Background: an optimization exercise with open tools, aiming at small area, a short achievable clock period and few clock cycles. Do not read the settings as production practice.
In this exercise RTL edits were held to simulation tests only and were not proved equivalent to the original.
Power is estimated from default activity; no workload was simulated.

<file path="run.sh">
#!/bin/bash
# synth_recipe.tcl (not shown) runs the flow's synth.tcl, then flattens the netlist and writes it again
# the make line also repeats each setting of config.mk as NAME=value (left out here)
make -C /OpenROAD-flow-scripts/flow DESIGN_CONFIG=/design/flow/config.mk WORK_HOME=/design/flow/orfs CLKGATE_MAP_FILE= SYNTH_SCRIPT=/design/flow/synth_recipe.tcl finish
</file>
<file path="constraint.sdc">
create_clock -name core_clock -period 6.0 [get_ports {clock}]
set_input_delay 1.2000 -clock core_clock [delete_from_list [all_inputs] [get_ports {clock}]]
set_output_delay 1.2000 -clock core_clock [all_outputs]
set_load 0.01 [all_outputs]
</file>
<file path="config.mk">
export PLATFORM = sky130hd
export DESIGN_NAME = minimum_spanning_tree_weight
export DESIGN_NICKNAME = minimum_spanning_tree_weight
export VERILOG_FILES = /design/flow/design.v
export SDC_FILE = /design/flow/constraint.sdc
export NUM_CORES = 4
export LEC_CHECK = 0
export CAP_MARGIN = 20
export CORE_MARGIN = 2
export CORE_UTILIZATION = 40
export SLEW_MARGIN = 20
</file>
<file path="design.v">
`default_nettype none
package mstw_pkg;
   localparam int DEF_MAX_NODES = 64;
   localparam int DEF_MAX_EDGES = 128;
   localparam int WEIGHT_W      = 16;
   localparam int STATUS_W      = 2;
   localparam logic [STATUS_W-1:0] ST_OK    = 2'd0;
   localparam logic [STATUS_W-1:0] ST_RANGE = 2'd1;
   localparam logic [STATUS_W-1:0] ST_FULL  = 2'd2;
endpackage
`default_nettype wire
`default_nettype none
module mstw_ram #(
   parameter int DEPTH  = 128,
   parameter int KEY_W  = 16,
   parameter int DATA_W = 12
) (
   input  wire logic              clock,
   input  wire logic              reset,
   input  wire logic [KEY_W-1:0]  cmp_key,     
   input  wire logic              cmp_new,     
   input  wire logic              ins,
   input  wire logic              close,       
   input  wire logic [KEY_W-1:0]  ins_key,
   input  wire logic [DATA_W-1:0] ins_data,
   input  wire logic              pop,
   output logic      [KEY_W-1:0]  head_key,
   output logic      [DATA_W-1:0] head_data
);
   localparam int ENT_W = KEY_W + DATA_W;
   function automatic logic key_lt(input logic [KEY_W-1:0] a, input logic [KEY_W-1:0] b);
      logic [KEY_W-1:0] lt, eq;
      int               span;
      lt = ~a & b;
      eq = ~(a ^ b);
      for (span = 1; span < KEY_W; span = span * 2) begin
         for (int i = KEY_W - 1; i >= 0; i--) begin
            if ((i % (2 * span)) == (2 * span - 1) && i - span >= 0) begin
               lt[i] = lt[i] | (eq[i] & lt[i-span]);
               eq[i] = eq[i] & eq[i-span];
            end
         end
      end
      key_lt = lt[KEY_W-1];
   endfunction
   logic             vld_ff [DEPTH];
   logic             opn_ff [DEPTH];
   logic             lt_ff  [DEPTH];
   logic [ENT_W-1:0] ent_ff [DEPTH];    
   logic [DEPTH+1:0] ahead;             
   logic [DEPTH+1:0] cmp;               
   logic [ENT_W-1:0] ins_ent;
   logic [KEY_W-1:0] cmp_ob;
   assign ins_ent = {ins_key, ins_data};
   assign cmp_ob  = {!cmp_key[KEY_W-1], cmp_key[KEY_W-2:0]};
   always_comb begin
      ahead[0]       = 1'b0;
      ahead[DEPTH+1] = 1'b1;
      cmp[0]         = 1'b0;
      cmp[DEPTH+1]   = 1'b0;
      for (int i = 0; i < DEPTH; i++) begin
         ahead[i+1] = !vld_ff[i] || (opn_ff[i] && lt_ff[i]);
         cmp[i+1]   = key_lt(cmp_ob, {!ent_ff[i][ENT_W-1], ent_ff[i][ENT_W-2 -: KEY_W-1]});
      end
   end
   for (genvar i = 0; i < DEPTH; i++) begin : g_slot
      logic             sel_next, sel_new, sel_prev, sel_hold;
      logic [ENT_W-1:0] e_prev, e_next;
      logic             v_prev, v_next, o_prev, o_next;
      if (i == 0) begin : g_first
         assign e_prev = '0;
         assign v_prev = 1'b0;
         assign o_prev = 1'b0;
      end else begin : g_mid
         assign e_prev = ent_ff[i-1];
         assign v_prev = vld_ff[i-1];
         assign o_prev = opn_ff[i-1];
      end
      if (i == DEPTH - 1) begin : g_last
         assign e_next = '0;
         assign v_next = 1'b0;
         assign o_next = 1'b0;
      end else begin : g_low
         assign e_next = ent_ff[i+1];
         assign v_next = vld_ff[i+1];
         assign o_next = opn_ff[i+1];
      end
      assign sel_next = pop && (!ins || !ahead[i+2]);
      assign sel_new  = ins && (pop ? (ahead[i+2] && !ahead[i+1]) : (ahead[i+1] && !ahead[i]));
      assign sel_prev = ins && !pop && ahead[i];
      assign sel_hold = !sel_next && !sel_new && !sel_prev;
      always_ff @(posedge clock) begin
         if (reset) begin
            vld_ff[i] <= 1'b0;
         end else begin
            vld_ff[i] <= (sel_next && v_next) || sel_new || (sel_prev && v_prev)
                      || (sel_hold && vld_ff[i]);
         end
         opn_ff[i] <= !close && ((sel_next && o_next) || sel_new
                                 || (sel_prev && o_prev) || (sel_hold && opn_ff[i]));
         lt_ff[i]  <= (sel_next && cmp[i+2]) || (sel_new && cmp_new)
                   || (sel_prev && cmp[i]) || (sel_hold && cmp[i+1]);
         ent_ff[i] <= ({ENT_W{sel_next}} & e_next) | ({ENT_W{sel_new}} & ins_ent)
                    | ({ENT_W{sel_prev}} & e_prev) | ({ENT_W{sel_hold}} & ent_ff[i]);
      end
   end
   assign head_key  = ent_ff[0][ENT_W-1 -: KEY_W];
   assign head_data = ent_ff[0][DATA_W-1:0];
endmodule
`default_nettype wire
`default_nettype none
module mstw_queue #(
   parameter int WIDTH = 8,
   parameter int DEPTH = 4,
   parameter int PTR_W = $clog2(DEPTH),
   parameter int CNT_W = $clog2(DEPTH + 1)
) (
   input  wire logic             clock,
   input  wire logic             reset,
   input  wire logic             push,
   input  wire logic [WIDTH-1:0] push_data,
   input  wire logic             pop,
   output logic      [CNT_W-1:0] count,
   output logic      [WIDTH-1:0] head
);
   logic [WIDTH-1:0] slot_ff [DEPTH];
   logic [PTR_W-1:0] wr_ptr_ff, rd_ptr_ff;
   logic [CNT_W-1:0] count_ff;
   assign count = count_ff;
   assign head  = slot_ff[rd_ptr_ff];
   always_ff @(posedge clock) begin
      if (reset) begin
         wr_ptr_ff <= '0;
         rd_ptr_ff <= '0;
         count_ff  <= '0;
      end else begin
         wr_ptr_ff <= wr_ptr_ff + PTR_W'(push);
         rd_ptr_ff <= rd_ptr_ff + PTR_W'(pop);
         count_ff  <= count_ff + CNT_W'(push) - CNT_W'(pop);
      end
      if (push) begin
         slot_ff[wr_ptr_ff] <= push_data;
      end
   end
endmodule
`default_nettype wire
`default_nettype none
import mstw_pkg::*;
module mstw_front #(
   parameter int MAX_NODES = mstw_pkg::DEF_MAX_NODES,
   parameter int MAX_EDGES = mstw_pkg::DEF_MAX_EDGES,
   parameter int NODE_W    = $clog2(MAX_NODES),
   parameter int CNT_W     = $clog2(MAX_NODES + 1),
   parameter int FILL_W    = $clog2(MAX_EDGES + 1),
   parameter int JOB_W     = FILL_W + mstw_pkg::STATUS_W,
   parameter int JOBS      = 4,
   parameter int JCNT_W    = $clog2(JOBS + 1)
) (
   input  wire logic                            clock,
   input  wire logic                            reset,
   input  wire logic                            item_valid,
   output logic                                 item_ready,
   input  wire logic [NODE_W-1:0]               src_node,
   input  wire logic [NODE_W-1:0]               dst_node,
   input  wire logic [mstw_pkg::WEIGHT_W-1:0]   edge_weight,
   input  wire logic                            last_edge,
   input  wire logic                            csr_valid,
   output logic                                 csr_ready,
   input  wire logic [CNT_W-1:0]                csr_data,
   input  wire logic                            store_pop,    
   input  wire logic [JCNT_W-1:0]               job_count,    
   input  wire logic                            job_busy,     
   output logic                                 job_push,
   output logic      [JOB_W-1:0]                job_data,
   output logic      [mstw_pkg::WEIGHT_W-1:0]   cmp_key,
   output logic                                 cmp_new,
   output logic                                 ins,
   output logic                                 close,
   output logic      [mstw_pkg::WEIGHT_W-1:0]   ins_key,
   output logic      [2*NODE_W-1:0]             ins_data
);
   localparam logic [CNT_W-1:0]  NODE_LIMIT = CNT_W'(MAX_NODES);
   localparam logic [FILL_W-1:0] EDGE_LIMIT = FILL_W'(MAX_EDGES);
   logic                          ready_ff, accept;
   logic [CNT_W-1:0]              node_count_ff;
   logic                          a_v_ff, a_last_ff, a_rng_ff;
   logic [NODE_W-1:0]             a_src_ff, a_dst_ff;
   logic [mstw_pkg::WEIGHT_W-1:0] a_w_ff;
   logic [FILL_W-1:0]   fill_ff, fill_now;
   logic [STATUS_W-1:0] err_ff, err_now, item_err;
   logic                has_room, store;
   logic                          c_store_ff, c_close_ff;
   logic [NODE_W-1:0]             c_src_ff, c_dst_ff;
   logic [mstw_pkg::WEIGHT_W-1:0] c_w_ff;
   logic [JOB_W-1:0]              c_job_ff;
   logic [FILL_W-1:0]   occ_ff;
   logic [FILL_W:0]     occ_need;
   logic [JCNT_W+1:0]   jobs_need;
   logic                only_open, ready_in;
   assign csr_ready  = 1'b1;
   assign item_ready = ready_ff;
   assign accept     = item_valid && ready_ff;
   always_comb begin
      has_room = (fill_ff < EDGE_LIMIT);
      store    = a_v_ff && a_rng_ff && has_room;
      item_err = !a_rng_ff ? ST_RANGE : (!has_room ? ST_FULL : ST_OK);
      err_now  = (err_ff != ST_OK) ? err_ff : item_err;
      fill_now = fill_ff + FILL_W'(store);
      occ_need  = (FILL_W+1)'(occ_ff) + (FILL_W+1)'(c_store_ff) + (FILL_W+1)'(a_v_ff)
                + (FILL_W+1)'(accept);
      only_open = (job_count == '0) && !job_busy && !c_close_ff && !(a_v_ff && a_last_ff)
               && !(accept && last_edge);
      jobs_need = (JCNT_W+2)'(job_count) + (JCNT_W+2)'(c_close_ff)
                + (JCNT_W+2)'(a_v_ff && a_last_ff) + (JCNT_W+2)'(accept && last_edge);
      ready_in  = ((occ_need < (FILL_W+1)'(MAX_EDGES)) || only_open)
               && (jobs_need < (JCNT_W+2)'(JOBS));
   end
   assign cmp_key  = a_w_ff;
   assign cmp_new  = {!a_w_ff[WEIGHT_W-1], a_w_ff[WEIGHT_W-2:0]}
                   < {!c_w_ff[WEIGHT_W-1], c_w_ff[WEIGHT_W-2:0]};
   assign ins      = c_store_ff;
   assign close    = c_close_ff;
   assign ins_key  = c_w_ff;
   assign ins_data = {c_src_ff, c_dst_ff};
   assign job_push = c_close_ff;
   assign job_data = c_job_ff;
   always_ff @(posedge clock) begin
      if (reset) begin
         node_count_ff <= NODE_LIMIT;
         ready_ff      <= 1'b1;
         a_v_ff        <= 1'b0;
         fill_ff       <= '0;
         err_ff        <= ST_OK;
         c_store_ff    <= 1'b0;
         c_close_ff    <= 1'b0;
         occ_ff        <= '0;
      end else begin
         if (csr_valid) begin
            node_count_ff <= csr_data;
         end
         ready_ff <= ready_in;
         a_v_ff   <= accept;
         if (a_v_ff) begin
            fill_ff <= a_last_ff ? '0 : fill_now;
            err_ff  <= a_last_ff ? ST_OK : err_now;
         end
         c_store_ff <= store;
         c_close_ff <= a_v_ff && a_last_ff;
         occ_ff     <= occ_ff + FILL_W'(c_store_ff) - FILL_W'(store_pop);
      end
      if (accept) begin
         a_src_ff  <= src_node;
         a_dst_ff  <= dst_node;
         a_w_ff    <= edge_weight;
         a_last_ff <= last_edge;
         a_rng_ff  <= (node_count_ff >= NODE_LIMIT)
                   || ((CNT_W'(src_node) < node_count_ff) && (CNT_W'(dst_node) < node_count_ff));
      end
      c_src_ff <= a_src_ff;
      c_dst_ff <= a_dst_ff;
      c_w_ff   <= a_w_ff;
      c_job_ff <= {err_now, fill_now};
   end
endmodule
`default_nettype wire
`default_nettype none
import mstw_pkg::*;
module mstw_back #(
   parameter int MAX_NODES = mstw_pkg::DEF_MAX_NODES,
   parameter int MAX_EDGES = mstw_pkg::DEF_MAX_EDGES,
   parameter int NODE_W    = $clog2(MAX_NODES),
   parameter int FILL_W    = $clog2(MAX_EDGES + 1),
   parameter int JOB_W     = FILL_W + mstw_pkg::STATUS_W,
   parameter int JCNT_W    = 3,
   parameter int TOT_W     = mstw_pkg::WEIGHT_W + NODE_W
) (
   input  wire logic                          clock,
   input  wire logic                          reset,
   input  wire logic [JCNT_W-1:0]             job_count,
   input  wire logic [JOB_W-1:0]              job_data,
   output logic                               job_pop,
   output logic                               job_busy,
   output logic                               store_pop,
   input  wire logic [mstw_pkg::WEIGHT_W-1:0] head_w,
   input  wire logic [2*NODE_W-1:0]           head_nodes,
   output logic                               rsp_valid,
   input  wire logic                          rsp_ready,
   output logic      [TOT_W-1:0]              rsp_total,
   output logic      [mstw_pkg::STATUS_W-1:0] rsp_status
);
   logic                cur_v_ff, cur_v_in;
   logic [FILL_W-1:0]   cur_rem_ff, cur_rem_in;
   logic                cur_last_ff, cur_last_in;
   logic                cur_nz_ff, cur_nz_in;
   logic                cur_first_ff, cur_first_in;
   logic [STATUS_W-1:0] cur_st_ff, cur_st_in;
   logic                issue_ff, issue_in, pop_ff, owed_in, load;
   logic [FILL_W-1:0]   job_fill;
   logic [STATUS_W-1:0] job_status;
   logic                s1_v_ff, s1_e_ff, s1_f_ff, s1_l_ff;
   logic                s2_v_ff, s2_e_ff, s2_f_ff, s2_l_ff;
   logic                s3_v_ff, s3_j_ff, s3_f_ff, s3_l_ff;
   logic [STATUS_W-1:0] s1_st_ff, s2_st_ff, s3_st_ff;
   logic [NODE_W-1:0]   s1_a_ff, s1_b_ff, s2_a_ff, s2_b_ff;
   logic signed [WEIGHT_W-1:0] s1_w_ff, s2_w_ff, s3_w_ff;
   logic [NODE_W-1:0]   lab_ff [MAX_NODES];
   logic                pu_v_ff;
   logic [NODE_W-1:0]   pu_from_ff, pu_to_ff;
   logic [NODE_W-1:0]   ra, rb, la, lb;
   logic                fix_a, fix_b, join_now;
   logic [MAX_NODES-1:0] hit;
   logic [TOT_W-1:0]    total_ff, total_sum;
   logic                rsp_valid_ff, rsp_valid_in;
   logic [TOT_W-1:0]    rsp_total_ff;
   logic [STATUS_W-1:0] rsp_status_ff;
   assign {job_status, job_fill} = job_data;
   always_comb begin
      load         = (job_count != '0) && (!cur_v_ff || (issue_ff && cur_last_ff));
      cur_v_in     = cur_v_ff;
      cur_rem_in   = cur_rem_ff;
      cur_last_in  = cur_last_ff;
      cur_nz_in    = cur_nz_ff;
      cur_first_in = cur_first_ff;
      cur_st_in    = cur_st_ff;
      if (load) begin
         cur_v_in     = 1'b1;
         cur_rem_in   = job_fill;
         cur_last_in  = (job_fill <= FILL_W'(1));
         cur_nz_in    = (job_fill != '0);
         cur_first_in = 1'b1;
         cur_st_in    = job_status;
      end else if (issue_ff) begin
         cur_v_in     = !cur_last_ff;
         cur_rem_in   = cur_rem_ff - 1'b1;
         cur_last_in  = (cur_rem_ff == FILL_W'(2));
         cur_first_in = 1'b0;
      end
      rsp_valid_in = (s3_v_ff && s3_l_ff) || (rsp_valid_ff && !rsp_ready);
      owed_in      = (issue_ff && cur_last_ff) || (s1_v_ff && s1_l_ff) || (s2_v_ff && s2_l_ff)
                  || rsp_valid_in;
      issue_in     = cur_v_in && (!cur_last_in || !owed_in);
   end
   assign job_pop   = load;
   assign job_busy  = cur_v_ff;
   assign store_pop = pop_ff;
   always_comb begin
      ra = s1_f_ff ? s1_a_ff : lab_ff[s1_a_ff];
      rb = s1_f_ff ? s1_b_ff : lab_ff[s1_b_ff];
   end
   always_comb begin
      fix_a    = !s2_f_ff && pu_v_ff && (s2_a_ff == pu_from_ff);
      fix_b    = !s2_f_ff && pu_v_ff && (s2_b_ff == pu_from_ff);
      la       = fix_a ? pu_to_ff : s2_a_ff;
      lb       = fix_b ? pu_to_ff : s2_b_ff;
      join_now = s2_v_ff && s2_e_ff && (la != lb);
      for (int v = 0; v < MAX_NODES; v++) begin
         hit[v] = fix_a ? (lab_ff[v] == pu_to_ff) : (lab_ff[v] == s2_a_ff);
      end
   end
   always_comb begin
      total_sum = (s3_f_ff ? '0 : total_ff) + (s3_j_ff ? TOT_W'(s3_w_ff) : '0);
   end
   always_ff @(posedge clock) begin
      if (reset) begin
         cur_v_ff     <= 1'b0;
         issue_ff     <= 1'b0;
         pop_ff       <= 1'b0;
         s1_v_ff      <= 1'b0;
         s2_v_ff      <= 1'b0;
         s3_v_ff      <= 1'b0;
         rsp_valid_ff <= 1'b0;
      end else begin
         cur_v_ff     <= cur_v_in;
         issue_ff     <= issue_in;
         pop_ff       <= issue_in && cur_nz_in;
         s1_v_ff      <= issue_ff;
         s2_v_ff      <= s1_v_ff;
         s3_v_ff      <= s2_v_ff;
         rsp_valid_ff <= rsp_valid_in;
      end
      cur_rem_ff   <= cur_rem_in;
      cur_last_ff  <= cur_last_in;
      cur_nz_ff    <= cur_nz_in;
      cur_first_ff <= cur_first_in;
      cur_st_ff    <= cur_st_in;
      s1_e_ff  <= cur_nz_ff;
      s1_f_ff  <= cur_first_ff;
      s1_l_ff  <= cur_last_ff;
      s1_st_ff <= cur_st_ff;
      {s1_a_ff, s1_b_ff} <= head_nodes;
      s1_w_ff  <= head_w;
      s2_e_ff  <= s1_e_ff;
      s2_f_ff  <= s1_f_ff;
      s2_l_ff  <= s1_l_ff;
      s2_st_ff <= s1_st_ff;
      s2_a_ff  <= ra;
      s2_b_ff  <= rb;
      s2_w_ff  <= s1_w_ff;
      s3_j_ff    <= join_now;
      s3_f_ff    <= s2_f_ff;
      s3_l_ff    <= s2_l_ff;
      s3_st_ff   <= s2_st_ff;
      s3_w_ff    <= s2_w_ff;
      pu_v_ff    <= join_now;
      pu_from_ff <= la;
      pu_to_ff   <= lb;
      for (int v = 0; v < MAX_NODES; v++) begin
         if (s1_v_ff && s1_f_ff) begin
            lab_ff[v] <= NODE_W'(v);
         end else if (join_now && hit[v]) begin
            lab_ff[v] <= lb;
         end
      end
      if (s3_v_ff) begin
         total_ff <= total_sum;
      end
      if (s3_v_ff && s3_l_ff) begin
         rsp_total_ff  <= (s3_st_ff == ST_OK) ? total_sum : '0;
         rsp_status_ff <= s3_st_ff;
      end
   end
   assign rsp_valid  = rsp_valid_ff;
   assign rsp_total  = rsp_total_ff;
   assign rsp_status = rsp_status_ff;
endmodule
`default_nettype wire
`default_nettype none
import mstw_pkg::*;
module minimum_spanning_tree_weight #(
   parameter int MAX_NODES = mstw_pkg::DEF_MAX_NODES,
   parameter int MAX_EDGES = mstw_pkg::DEF_MAX_EDGES,
   parameter int NODE_W    = $clog2(MAX_NODES),
   parameter int CNT_W     = $clog2(MAX_NODES + 1),
   parameter int IN_W      = ((2 * NODE_W + mstw_pkg::WEIGHT_W + 7) / 8) * 8,
   parameter int TOT_W     = mstw_pkg::WEIGHT_W + NODE_W,
   parameter int OUT_W     = ((TOT_W + 7) / 8) * 8
) (
   input  wire logic                          clock,
   input  wire logic                          reset,
   input  wire logic                          req_tvalid,
   output logic                               req_tready,
   input  wire logic [IN_W-1:0]               req_tdata,   
   input  wire logic                          req_tlast,   
   output logic                               rsp_tvalid,
   input  wire logic                          rsp_tready,
   output logic      [OUT_W-1:0]              rsp_tdata,   
   output logic      [mstw_pkg::STATUS_W-1:0] rsp_tuser,   
   input  wire logic                          csr_valid,
   output logic                               csr_ready,
   input  wire logic [CNT_W-1:0]              csr_data
);
   localparam int FILL_W = $clog2(MAX_EDGES + 1);
   localparam int JOB_W  = FILL_W + STATUS_W;
   localparam int JOBS   = 4;
   localparam int JCNT_W = $clog2(JOBS + 1);
   logic                job_push, job_pop, job_busy, store_pop, ins, close, cmp_new;
   logic [JCNT_W-1:0]   job_count;
   logic [JOB_W-1:0]    job_in, job_head;
   logic [WEIGHT_W-1:0] cmp_key, ins_key, head_key;
   logic [2*NODE_W-1:0] ins_data, head_data;
   logic [TOT_W-1:0]    rsp_total;
   mstw_front #(
      .MAX_NODES (MAX_NODES), .MAX_EDGES (MAX_EDGES), .NODE_W (NODE_W), .CNT_W (CNT_W),
      .FILL_W (FILL_W), .JOB_W (JOB_W), .JOBS (JOBS), .JCNT_W (JCNT_W)
   ) u_front (
      .clock       (clock),
      .reset       (reset),
      .item_valid  (req_tvalid),
      .item_ready  (req_tready),
      .src_node    (req_tdata[NODE_W-1:0]),
      .dst_node    (req_tdata[2*NODE_W-1:NODE_W]),
      .edge_weight (req_tdata[2*NODE_W+WEIGHT_W-1:2*NODE_W]),
      .last_edge   (req_tlast),
      .csr_valid   (csr_valid),
      .csr_ready   (csr_ready),
      .csr_data    (csr_data),
      .store_pop   (store_pop),
      .job_count   (job_count),
      .job_busy    (job_busy),
      .job_push    (job_push),
      .job_data    (job_in),
      .cmp_key     (cmp_key),
      .cmp_new     (cmp_new),
      .ins         (ins),
      .close       (close),
      .ins_key     (ins_key),
      .ins_data    (ins_data)
   );
   mstw_ram #(.DEPTH(MAX_EDGES), .KEY_W(WEIGHT_W), .DATA_W(2 * NODE_W)) u_edges (
      .clock     (clock),
      .reset     (reset),
      .cmp_key   (cmp_key),
      .cmp_new   (cmp_new),
      .ins       (ins),
      .close     (close),
      .ins_key   (ins_key),
      .ins_data  (ins_data),
      .pop       (store_pop),
      .head_key  (head_key),
      .head_data (head_data)
   );
   mstw_queue #(.WIDTH(JOB_W), .DEPTH(JOBS)) u_jobs (
      .clock     (clock),
      .reset     (reset),
      .push      (job_push),
      .push_data (job_in),
      .pop       (job_pop),
      .count     (job_count),
      .head      (job_head)
   );
   mstw_back #(
      .MAX_NODES (MAX_NODES), .MAX_EDGES (MAX_EDGES), .NODE_W (NODE_W), .FILL_W (FILL_W),
      .JOB_W (JOB_W), .JCNT_W (JCNT_W), .TOT_W (TOT_W)
   ) u_back (
      .clock      (clock),
      .reset      (reset),
      .job_count  (job_count),
      .job_data   (job_head),
      .job_pop    (job_pop),
      .job_busy   (job_busy),
      .store_pop  (store_pop),
      .head_w     (head_key),
      .head_nodes (head_data),
      .rsp_valid  (rsp_tvalid),
      .rsp_ready  (rsp_tready),
      .rsp_total  (rsp_total),
      .rsp_status (rsp_tuser)
   );
   assign rsp_tdata = OUT_W'(rsp_total);
endmodule
`default_nettype wire
</file>
==> run notes <==
- Global route total overflow: 0
- WL final: 1,130,000 µm
- Worst path required time: 7.02 ns
- Cts hold-fix bufs: 0
- Clock Power Share: 0.303
- Crit. End Element: register
- R2R Setup Slk: 0.56 ns
- Final Setup Violations: 0
- Global-route wire length before repair: 1,610,000 µm
- Largest net degree at the start of global routing: 116
- Final period util: 0.906
- Layout cells sized above 1: 0.0952
- Non-filler cells, final: 35,600
- Die H: 783 µm
- # IOs: 74
- Routed len/inst: 31.7 µm
- Clock Skew: 0.0893 ns
- Top FF cell, synth: dfxtp_1
- Cells after Synth: 27,900
- Clock sinks: 4,661
- Post-route ant nets: 0
- Layout Area Growth over Synthesis: 12.3%
- Ys Warns: 9
- CP Launch Type: register
- Register area share after synthesis: 0.390
- PwrDens: 417 nW/µm²
- Grt peak-use layer: met1
- Maximum VDD drop: 0.000329 V
- Met1 Usage GRT: 0.506
- Via density: 6.81
- CTS tree: built
- Crit path time final: 5.44 ns
- Cell Area, Synth: 243,000 µm²
- Core box area: 605,000 µm²
- Via count: 242,000
- Final HPWL DP: 811,000 µm
- Final Total Pwr: 114 mW
- Initial antenna violation count: 87
- Final Wtd Congestion: 1.12
- Worst skew pair latency: 1.14 ns
- CP startpoint: u_back.s1_b_ff[0]$_DFF_P_
- Most frequent cells in the layout: nand2_1 (8,034), dfxtp_1 (4,491), a222oi_1 (3,615), ha_1 (1,992), buf_4 (874)
- Starting density of the core: 0.401
- R2R Path End: u_back.s2_b_ff[4]$_DFF_P_
- Placed instance count: 34,600
- CP arrival: 6.46 ns
- Number of synthesized flops with an enable pin: 126
- Global routing usage on met3: 0.0841
- Switch share: 0.404
- Clock Pin Slew Worst Setup and Hold Paths: 0.06 ns
- Max-slew violations: 0
- Max_slew headroom: 0.0885
- Number of global-route vias before repair: 219,000
- Fmax: 184 MHz
- Initial DRC count: 50,800
- Sum Neg Setup Slack: 0 ns
- Leakage: 120 nW
- # H-tree levels: 6
- Unrepaired setup endpoints after global routing: false
- Number of port buffers: 66
- Die W: 783 µm
- Hold Crit Class: reg2reg
- Drt drc: 0
- Hold Slack: 0.319 ns
- Syn Area/Cell: 8.69 µm²
- CTS Root Cell: clkbuf_16
- Fillers: 58,100
- Net switching power: 45.9 mW
- Max Root-Sink Buffers: 4
- Post-CTS setup buffer count: 0
- Crit path max fanout: 14
- Die ar.: 613,000 µm²
- Total GRT Usage: 0.348
- Comb pwr share: 0.276
- Synth cell types: 107
- Crit Path Class: reg2reg
- #FFs+latches synth: 4,661
- Drt pass-1 iters: 14
- Met2 Resource Use GR: 0.491
- Commonest non-fill, non-tap cell in the layout: nand2_1
- Internal power: 67.7 mW
- Worst-case reg-to-reg path depth: 9
- Reg power frac: 0.421
- Rows: 286
- Setup crit end: u_back.s2_b_ff[4]$_DFF_P_
- Actual slew at the worst max-slew pin: 1.36 ns
- TritonCTS buffer count: 543
- Hold Vio Cnt, Final: 0
- Max Cap Viol: 0
- Nets: 29,100
- Post-synth ARST share: 0
- Status: timing/DRC/antenna clean
- Post-cts sizing count: 0
- Reg2Reg Launch Point: u_back.s1_b_ff[0]$_DFF_P_
-- worst max-delay path, cell delays in order (launching register included) --
cell and delay, ns:
dfxtp_1 0.95, nand4bb_1 1.07, nor2_1 1.01, a221oi_1 0.38, nand3_1 0.17, nor4_1 0.07
buf_4 0.18, a311oi_1 1.11, buf_4 0.25, a21o_1 0.09
-- cell type report --
type                    instances  area (µm²)  share of cell area
multi-input cells           20400      139000               0.510
flip-flops and latches       4661       94700               0.348
repair buffers               1003        8490              0.0312
clock buffers                 799       16000              0.0589
inverters                     444        1790             0.00658
diodes                         42         105            0.000386
well taps                    8064       10100              0.0371
clock inverters               165        2130             0.00783
-- synth_stat cells, types with 126 or more instances --
master / instances / share of area
nand2_1: 8040 / 0.12
a21oi_1: 837 / 0.017
o21ai_0: 498 / 0.010
ha_1: 1993 / 0.10
nor2_1: 734 / 0.011
and2_1: 187 / 0.0048
o211ai_1: 136 / 0.0042
nand3_1: 234 / 0.0048
buf_1: 161 / 0.0025
a22o_1: 126 / 0.0045
a22oi_1: 330 / 0.010
o21a_1: 164 / 0.0051
clkbuf_1: 2193 / 0.034
xnor2_1: 188 / 0.0068
a21o_1: 365 / 0.011
dfxtp_1: 4535 / 0.37
a222oi_1: 3615 / 0.15
nor4_1: 126 / 0.0032
edfxtp_1: 126 / 0.016
nor3_1: 288 / 0.0059
nand4_1: 289 / 0.0075
xor2_1: 264 / 0.0095
a221oi_1: 304 / 0.011
inv_1: 437 / 0.0068
-- registers in the layout, summed over array words and instances, names as in the netlist, 7 cells and up --
register,cells
u_back.lab_ff,384
u_front.occ_ff,8
u_back.s3_w_ff,16
u_front.fill_ff,8
u_front.c_job_ff,10
u_back.s1_w_ff,16
u_edges.lt_ff,128
u_jobs.slot_ff,40
u_edges.vld_ff,128
u_edges.ent_ff,3584
u_edges.opn_ff,128
u_back.total_ff,22
u_back.cur_rem_ff,8
u_back.rsp_total_ff,22
u_front.c_w_ff,16
u_front.node_count_ff,7
u_back.s2_w_ff,16
u_front.a_w_ff,16
-- cells by family after synthesis --
group / after synthesis / share of synthesized area
AOI/OAI and AO/OA: 7450 / 0.261
xor gates and xnor gates: 452 / 0.0163
adders and majority gates: 1997 / 0.103
buffers and inverters: 2866 / 0.0451
DFF: 4661 / 0.390
muxes: 206 / 0.00963
other: 2 / 0.0000310
and+or+nand+nor: 10300 / 0.174
-- power groups by stage --
stage	Sequential (mW)	Clock, mW	Combinational (mW)
floorplan	42.2	0	20.3
global placement	47.7	0	29.6
detailed placement	47.8	0	30.3
CTS	47.1	34.7	30.4
global route	48.0	35.9	34.0
finish	47.8	34.4	31.4
-- per-stage QoR --
stage | setup slack [ns] | instance area (µm²) | util
after CTS | 0.993 | 272000 | 0.449
final | 0.562 | 272000 | 0.450
after floorplan | 1.05 | 243000 | -
after global placement | 1.02 | 254000 | 0.419
after detailed placement | 1.10 | 254000 | 0.419
after global routing | 0.956 | 272000 | 0.450
-- per-layer routing --
layer	vias up	part of all wire
li1	106000	-
met1	118000	0.43
met3	2448	0.12
met2	15900	0.40
met4	54	0.043
met5	-	0.00043
-- worst min-delay path by stage --
stage                                     from                         end  depth (start not counted)
finish               u_back.s1_w_ff[3]$_DFF_P_   u_back.s2_w_ff[3]$_DFF_P_                          0
global route         u_back.s1_w_ff[3]$_DFF_P_   u_back.s2_w_ff[3]$_DFF_P_                          0
CTS                  u_back.s1_w_ff[3]$_DFF_P_   u_back.s2_w_ff[3]$_DFF_P_                          0
detailed placement   u_back.s1_w_ff[3]$_DFF_P_   u_back.s2_w_ff[3]$_DFF_P_                          0
global placement    u_back.s2_st_ff[1]$_DFF_P_  u_back.s3_st_ff[1]$_DFF_P_                          0
floorplan               u_back.s1_e_ff$_DFF_P_      u_back.s2_e_ff$_DFF_P_                          0
Testbench counts, summed over its fixed seeds: cycles 3,740.

-- what the ideal ports hide --
In the flow no input, the clock included, has a driving cell. The finished layout below was timed again as built, in two steps. Step 1: set_driving_cell puts a clkbuf_16 on clock and a buf_2 on each other input, an assumption about the parent block. Step 2 times the ports against the registers' clock, not the clock port: input delays grow and output delays shrink by t, the midpoint of the rising clock arrivals with the driver on. Three values: ideal, step 1, step 2; two values: the first two.
shift t [ns]: 1.235
setup slack, ns: 0.562 / 0.562 / 0.562
worst data-port slew with drivers (ns): 0.10
After both steps setup and hold are still met in this run. For this run, drivers alone change the setup slack by 0.000 ns; drivers and shift together by 0.000 ns.
